Background: an optimization exercise with open tools, aiming at small area and a short achievable clock period. Do not read the settings as production practice. In this exercise RTL edits were held to simulation tests only and were not proved equivalent to the original. Power is estimated from default activity; no workload was simulated.

== v23 ==
// fpcvt_top
module fpcvt_top #(
    parameter int TAG_W = 4
) (
    input  logic                         clk,
    input  logic                         rst,
    input  logic                         f2i_valid,
    output logic                         f2i_ready,
    input  logic [63:0]                  f2i_data,
    input  logic [TAG_W-1:0]             f2i_tag,
    input  logic                         i2f_valid,
    output logic                         i2f_ready,
    input  logic [63:0]                  i2f_data,
    input  logic [TAG_W-1:0]             i2f_tag,
    output logic                         res_valid,
    input  logic                         res_ready,
    output logic [63:0]                  res_data,
    output logic [fpcvt_pkg::FLAG_W-1:0] res_flags,
    output logic [TAG_W-1:0]             res_tag,
    output logic                         res_src
);
    logic                         load0, load1;
    logic [63:0]                  word0, word1;
    logic                         sign0, sticky1;
    logic [fpcvt_pkg::FLAG_W-1:0] flags0;
    logic [TAG_W-1:0]             tag0, tag1;
    fp64_to_int64 #(.TAG_W(TAG_W)) u_f2i (
        .clk     (clk),
        .load    (load0),
        .in_data (f2i_data),
        .in_tag  (f2i_tag),
        .q_word  (word0),
        .q_sign  (sign0),
        .q_flags (flags0),
        .q_tag   (tag0)
    );
    int64_to_fp64 #(.TAG_W(TAG_W)) u_i2f (
        .clk       (clk),
        .load      (load1),
        .in_data   (i2f_data),
        .in_tag    (i2f_tag),
        .q_word    (word1),
        .q_sticky  (sticky1),
        .q_tag     (tag1)
    );
    result_arbiter #(.TAG_W(TAG_W)) u_arb (
        .clk       (clk),
        .rst       (rst),
        .f2i_valid (f2i_valid),
        .f2i_ready (f2i_ready),
  ...
For scale: about 2900 cells after synthesis, about 150 flip-flops, roughly 17000 µm² of cells after synthesis.
clock: 7.0 ns
lec_check: 0
abc_area: 1
cap_margin: 20
core_margin: 2
core_utilization: 40
setup_slack_margin: 2.7
slew_margin: 20
standard.sh (not shown) runs the stock make flow with config.mk's settings and CLKGATE_MAP_FILE= SYNTH_SCRIPT=/design/flow/synth_recipe.tcl, a recipe that flattens the netlist after the stock synthesis.
==> flow/flow/run.sh <==
#!/bin/bash
# The standard layout, with the port buffers made as buf_1 cells instead of
# the buffer_ports default (a slow delay cell on this platform), and gate
# sizing free to change a cell's footprint.
set -euo pipefail
export BUFFER_PORTS_ARGS="-buffer_cell sky130_fd_sc_hd__buf_1"
bash standard.sh MATCH_CELL_FOOTPRINT=0 finish > flow_standard.log 2>&1
v23 completed every stage of the flow, and the final layout passed the timing, DRC and antenna checks.
> inputs changed (v23 -> v7)
Settings: swapping 2.7 for 2.8 in SETUP_SLACK_MARGIN.
==> flow/flow/run.sh <==
#!/bin/bash
# The standard layout, with the port buffers made as buf_1 cells instead of
# the buffer_ports default (a slow delay cell on this platform).
set -euo pipefail
export BUFFER_PORTS_ARGS="-buffer_cell sky130_fd_sc_hd__buf_1"
bash standard.sh > flow_standard.log 2>&1
[summary]
- v23 -> v7: number of non-filler instances in the completed layout increased slightly
- Re initial antenna violation count: no difference whatsoever between v23 and v7.
- v7: proportion of power drawn by the clock network lower than v23
- Total via count in the routed design (lower): v23
- Higher critical path depth among v23 and v7: v23
- Changes observed in v7 relative to v23: final core area utilization moved up, full die area saw little to no change, total power rose 13 µW, number of ordinary inverters in the final layout -0.32%.
- v7 vs. v23: post-CTS setup buffer count went up by 13%.
Inputs modified between v7 and v42:
Settings: changing SETUP_SLACK_MARGIN from 2.8 to 2.5.
Notes after the runs:
Area of all placed cells without fillers in v42 vs v7: down about 4%. Going from v7 to v42, power now sits lower, fmax fell by 2.4%. NOTE power density relative to cell area v7->v42 increased by a few percent. Logic depth of the worst path, buffers included up 2 in v42 wrt v7. | fraction of power consumed by the clock network | v42 vs v7 | 0.6 points higher |. Taking v42 as 1.0, v7 lands at 1.14 on non-clock buffer count.
The following lists how v24 was set up differently from v42:
Settings: a change of SETUP_SLACK_MARGIN from 2.5 to 3.0.
==> summary.txt <==
v24 finished every step from synthesis to the final layout, and the layout passed the timing, DRC and antenna checks.
The critical path endpoint comes out res_data[47] in one run and res_data[63] in the other, namely in v24 and v42 respectively.
v24 and v42 ended up with nearly the same die area.
After detailed routing, v42 needs less wire than v24.
Compared with v42, v24 shows fraction of standard cell area in multi-input logic lower by 1.9 points.
v42 has lower worst setup slack than v24.
Taking v42 as the reference, in v24 internal reg-to-reg setup slack fell by 60 ps; final instance area rose by 8.6%.

[port drivers added, routing unchanged]
The flow's constraints put no driver on any port. The routed layouts listed below were extracted and timed again, unchanged, in two steps.
Step 1: set_driving_cell puts a clkbuf_16 on clk and a buf_2 on each other input, an assumption about the parent block.
Step 2 adds t to the input delays and takes it off the output delays; t is the mean of the earliest and latest rising clock arrival at the registers after step 1. Input paths then give back, and output paths get back, about the clock's delay inside the block.
Three values: ideal ports, drivers, drivers and shift; two values: the first two.
run | t, ns | slack for setup (ns) | latest minus earliest clock arrival (ns) | pins driven straight from the clock port
v23 | 0.487 | 2.725 / 2.675 / 2.313 | 0.016 / 0.017 | 1
v7 | 0.493 | 2.674 / 2.618 / 2.469 | 0.011 / 0.011 | 1
v42 | 0.493 | 2.566 / 2.511 / 2.125 | 0.013 / 0.013 | 1
v24 | 0.502 | 2.693 / 2.633 / 2.632 | 0.012 / 0.012 | 1
After both steps every run listed still meets setup and hold. For v42, which loses most, drivers alone change the setup slack by -0.055 ns; drivers and shift together by -0.441 ns.
